Context: an optimization exercise on an open-source flow, tuned for small area, a short achievable clock period and few clock cycles per item. The choices shown serve that exercise and are no tape-out recipe. RTL that was checked went through simulation tests only; none was proved equivalent to the original.

## fjord
==> module nnmm_back, before the edit <==
module nnmm_back #(
	parameter int MAX_ROWS = 1024
) (
	input  logic clk,
	input  logic arst_n,
	input  logic j_we,
	input  logic signed [nnmm_pkg::AccW-1:0] j_acc,
	input  logic [nnmm_pkg::NormW-1:0] j_norm,
	input  logic j_cos,
	input  logic j_last,
	input  logic j_first,
	input  logic [nnmm_pkg::NormW-1:0] qnorm,
	output logic m_free,
	output logic out_valid,
	input  logic out_ready,
	output logic signed [40:0] score,
	output logic [nnmm_pkg::IdxW-1:0] row_index,
	output logic [nnmm_pkg::IdxW-1:0] best_index,
	output logic is_final
);
	localparam int AW = nnmm_pkg::AccW;
	localparam int NW = nnmm_pkg::NormW;
	localparam int IW = nnmm_pkg::IdxW;
	localparam int PW = 2 * NW;
	localparam int RW = NW + 5;
	logic mv, mcos, mlast, mfirst, mbusy;
	logic signed [AW-1:0] md;
	logic [NW-1:0] mhi, mlo;
	logic [5:0] mcnt;
	logic m_done, m_to_sd;
	logic [NW:0] msum;
	assign m_done = mv && !mbusy;
	assign m_free = !mv;
	assign msum = {1'b0, mhi} + (mlo[0] ? {1'b0, qnorm} : '0);
	always_ff @(posedge clk) begin
		if (j_we) begin
			md <= j_acc;
			mlo <= j_norm;
			mhi <= '0;
			mcnt <= '0;
			mbusy <= j_cos;
			mcos <= j_cos;
			mlast <= j_last;
			mfirst <= j_first;
		end else if (mbusy) begin
			{mhi, mlo} <= {msum, mlo[NW-1:1]};
			mcnt <= mcnt + 6'd1;
			if (mcnt == 6'(NW - 1)) begin
				mbusy <= 1'b0;
			end
		end
	end
	logic sdv, sdcos, sdlast, sdfirst, sdneg;
	logic ph_sq, ph_dl, ph_dv, ph_fin;
	logic signed [AW-1:0] sdd;
	logic [PW-1:0] p;
	logic [RW-1:0] rr;
	logic [NW-1:0] root;
	logic [5:0] sdcnt;
	logic sd_done, pos;
	logic [RW-1:0] a_sq, x_sq, sum_sq;
	logic [NW+2:0] a_dv, x_dv, sum_dv;
	logic [AW-1:0] dabs;
	logic [16:0] quo;
	assign pos = !rr[RW-1];
	assign a_sq = {rr[RW-3:0], p[PW-1 -: 2]};
	assign x_sq = {{3{pos}}, root ^ {NW{pos}}, 2'b11};
	assign sum_sq = a_sq + x_sq;
	assign a_dv = {rr[NW+1:0], pos};
	assign x_dv = {{2{pos}}, root ^ {NW{pos}}, pos};
	assign sum_dv = a_dv + x_dv;
	assign dabs = sdd[AW-1] ? AW'(-sdd) : AW'(sdd);
	assign quo = sdd[16:0];
	assign m_to_sd = m_done && !sdv;
	assign sd_done = sdv && !(ph_sq || ph_dl || ph_dv || ph_fin);
	always_ff @(posedge clk) begin
		if (m_to_sd) begin
			p <= {mhi, mlo};
			rr <= '0;
			root <= '0;
			sdcnt <= '0;
			ph_sq <= mcos;
			ph_dl <= 1'b0;
			ph_dv <= 1'b0;
			ph_fin <= 1'b0;
			sdcos <= mcos;
			sdfirst <= mfirst;
		end else begin
			if (ph_sq) begin
				p <= p << 2;
				rr <= sum_sq;
				root <= {root[NW-2:0], !sum_sq[RW-1]};
				sdcnt <= sdcnt + 6'd1;
				if (sdcnt == 6'(NW - 1)) begin
					ph_sq <= 1'b0;
					ph_dl <= 1'b1;
				end
			end
			if (ph_dl) begin
				rr <= RW'(dabs);
				sdneg <= sdd[AW-1];
				sdcnt <= '0;
				ph_dl <= 1'b0;
				ph_dv <= 1'b1;
			end
			if (ph_dv) begin
				rr <= {{(RW-NW-3){sum_dv[NW+2]}}, sum_dv};
				sdcnt <= sdcnt + 6'd1;
				if (sdcnt == 6'd16) begin
					ph_dv <= 1'b0;
					ph_fin <= 1'b1;
				end
			end
			if (ph_fin) begin
				ph_fin <= 1'b0;
			end
		end
	end
	always_ff @(posedge clk or negedge arst_n) begin
		if (!arst_n) begin
			sdd <= '0;
			sdlast <= 1'b0;
		end else if (m_to_sd) begin
			sdd <= md;
			sdlast <= mlast;
		end else if (ph_dv) begin
			sdd <= {sdd[AW-2:0], !sum_dv[NW+2]};
		end else if (ph_fin) begin
			sdd <= (root == '0) ? '0 : sdneg ? -(AW'(quo)) : AW'(quo);
		end
	end
	logic ov, c_take;
	logic signed [AW-1:0] best;
	logic [IW-1:0] oidx, obest, idx;
	logic better;
	assign c_take = sd_done && !ov;
	assign idx = sdfirst ? '0 : (32'(oidx) >= MAX_ROWS - 1) ? oidx : oidx + IW'(1);
	assign better = sdfirst || (sdcos ? (sdd > best) : (sdd < best));
	always_ff @(posedge clk or negedge arst_n) begin
		if (!arst_n) begin
			oidx <= '0;
			obest <= '0;
		end else if (c_take) begin
			oidx <= idx;
			if (better) begin
				obest <= idx;
			end
		end
	end
	always_ff @(posedge clk) begin
		if (c_take && better) begin
			best <= sdd;
		end
	end
	always_ff @(posedge clk or negedge arst_n) begin
		if (!arst_n) begin
			mv <= 1'b0;
			sdv <= 1'b0;
			ov <= 1'b0;
		end else begin
			if (j_we) begin
				mv <= 1'b1;
			end else if (m_to_sd) begin
				mv <= 1'b0;
			end
			if (m_to_sd) begin
				sdv <= 1'b1;
			end else if (ov && out_ready) begin
				sdv <= 1'b0;
			end
			if (c_take) begin
				ov <= 1'b1;
			end else if (out_ready) begin
				ov <= 1'b0;
			end
		end
	end
	assign out_valid = ov;
	assign score = 41'(sdd);
	assign row_index = oidx;
	assign best_index = obest;
	assign is_final = sdlast;
endmodule
Settings: LEC_CHECK=0, CAP_MARGIN=35, CORE_MARGIN=2, CORE_UTILIZATION=50, SLEW_MARGIN=35; clock period 11.0 ns.
standard.sh (not shown) runs the stock make flow with config.mk's settings and CLKGATE_MAP_FILE= SYNTH_SCRIPT=/design/flow/synth_recipe.tcl, a recipe that flattens the netlist after the stock synthesis.
==> flow/flow/run.sh <==
#!/bin/bash
set -euo pipefail
export SETUP_SLACK_MARGIN=7.3
bash standard.sh > standard_flow.log 2>&1
fjord | stages: all done | timing, DRC, antenna: all pass
Modified inputs, yarrow compared to fjord
--- a/flow/design.v
+++ b/flow/design.v
@@ -870,21 +870,23 @@
 	assign dabs = sdd[AW-1] ? AW'(-sdd) : AW'(sdd);
 	assign quo = sdd[16:0];
 	assign m_to_sd = m_done && !sdv;
 	assign sd_done = sdv && !(ph_sq || ph_dl || ph_dv || ph_fin);
 	always_ff @(posedge clk) begin
 		if (m_to_sd) begin
+			sdd <= md;
 			p <= {mhi, mlo};
 			rr <= '0;
 			root <= '0;
 			sdcnt <= '0;
 			ph_sq <= mcos;
 			ph_dl <= 1'b0;
 			ph_dv <= 1'b0;
 			ph_fin <= 1'b0;
 			sdcos <= mcos;
+			sdlast <= mlast;
 			sdfirst <= mfirst;
 		end else begin
 			if (ph_sq) begin
 				p <= p << 2;
 				rr <= sum_sq;
 				root <= {root[NW-2:0], !sum_sq[RW-1]};
@@ -900,59 +902,41 @@
 				sdcnt <= '0;
 				ph_dl <= 1'b0;
 				ph_dv <= 1'b1;
 			end
 			if (ph_dv) begin
 				rr <= {{(RW-NW-3){sum_dv[NW+2]}}, sum_dv};
+				sdd <= {sdd[AW-2:0], !sum_dv[NW+2]};
 				sdcnt <= sdcnt + 6'd1;
 				if (sdcnt == 6'd16) begin
 					ph_dv <= 1'b0;
 					ph_fin <= 1'b1;
 				end
 			end
 			if (ph_fin) begin
+				sdd <= (root == '0) ? '0 : sdneg ? -(AW'(quo)) : AW'(quo);
 				ph_fin <= 1'b0;
 			end
 		end
 	end
-	always_ff @(posedge clk or negedge arst_n) begin
-		if (!arst_n) begin
-			sdd <= '0;
-			sdlast <= 1'b0;
-		end else if (m_to_sd) begin
-			sdd <= md;
-			sdlast <= mlast;
-		end else if (ph_dv) begin
-			sdd <= {sdd[AW-2:0], !sum_dv[NW+2]};
-		end else if (ph_fin) begin
-			sdd <= (root == '0) ? '0 : sdneg ? -(AW'(quo)) : AW'(quo);
-		end
-	end
 	logic ov, c_take;
 	logic signed [AW-1:0] best;
 	logic [IW-1:0] oidx, obest, idx;
 	logic better;
 	assign c_take = sd_done && !ov;
 	assign idx = sdfirst ? '0 : (32'(oidx) >= MAX_ROWS - 1) ? oidx : oidx + IW'(1);
 	assign better = sdfirst || (sdcos ? (sdd > best) : (sdd < best));
-	always_ff @(posedge clk or negedge arst_n) begin
-		if (!arst_n) begin
-			oidx <= '0;
-			obest <= '0;
-		end else if (c_take) begin
+	always_ff @(posedge clk) begin
+		if (c_take) begin
 			oidx <= idx;
 			if (better) begin
+				best <= sdd;
 				obest <= idx;
 			end
 		end
 	end
-	always_ff @(posedge clk) begin
-		if (c_take && better) begin
-			best <= sdd;
-		end
-	end
 	always_ff @(posedge clk or negedge arst_n) begin
 		if (!arst_n) begin
 			mv <= 1'b0;
 			sdv <= 1'b0;
 			ov <= 1'b0;
 		end else begin
==> comparison <==
- Diff yarrow..fjord | number of tap cells added at floorplan | unchanged
- Startpoint of the worst setup timing path = u_back.sdd[38]: yarrow; startpoint of the worst setup timing path = u_front.nrm_q[2]: fjord
- Where wire length is concerned, fjord is better than yarrow.
- Between fjord and yarrow, the wire length of the first global-routing pass does not differ in any meaningful way.
- Between fjord and yarrow, the effective utilization at floorplan does not differ in any meaningful way.
- yarrow gives more maximum number of pins on one net before global-route repair than fjord did.
- Worst slew slack as a fraction of its limit on yarrow is ahead of fjord.
- Diff fjord -> yarrow: simple-gate portion of the synthesized area shrank by 0.22 points, worst slack on hold paths down 0.011 ns, total routing usage reported by global routing shows no meaningful change.
- yarrow vs fjord on average via count per standard cell: yarrow is the higher one.
Testbench counts of yarrow, summed over its fixed seeds: cycles 41,860, items 598.
Only the layout flow was run in fjord; the RTL was not checked for function there.

[re-timing with driven ports]
The results above use ideal ports. As a check the final layouts listed here were re-extracted and re-timed, cells and wires unchanged. Step 1 assumes that a clkbuf_16 drives the clock port and a buf_2 every other input. Step 2 times the ports against the registers' clock, not the clock port: input delays grow and output delays shrink by t, the midpoint of the rising clock arrivals with the driver on. Slacks: ideal ports / drivers / drivers and shift; pairs: ideal ports / drivers.
| run | shift t [ns] | setup WS [ns] | worst hold slack (ns) |
|---|---|---|---|
| fjord | 0.867 | 7.295 / 7.219 / 7.016 | 0.295 / 0.295 / 0.295 |
| yarrow | 0.856 | 7.289 / 7.215 / 7.129 | 0.284 / 0.284 / 0.284 |
After both steps setup and hold are still met in every run listed. The setup slack of fjord, which loses most, moves by -0.076 ns with the drivers and by -0.279 ns with both steps.
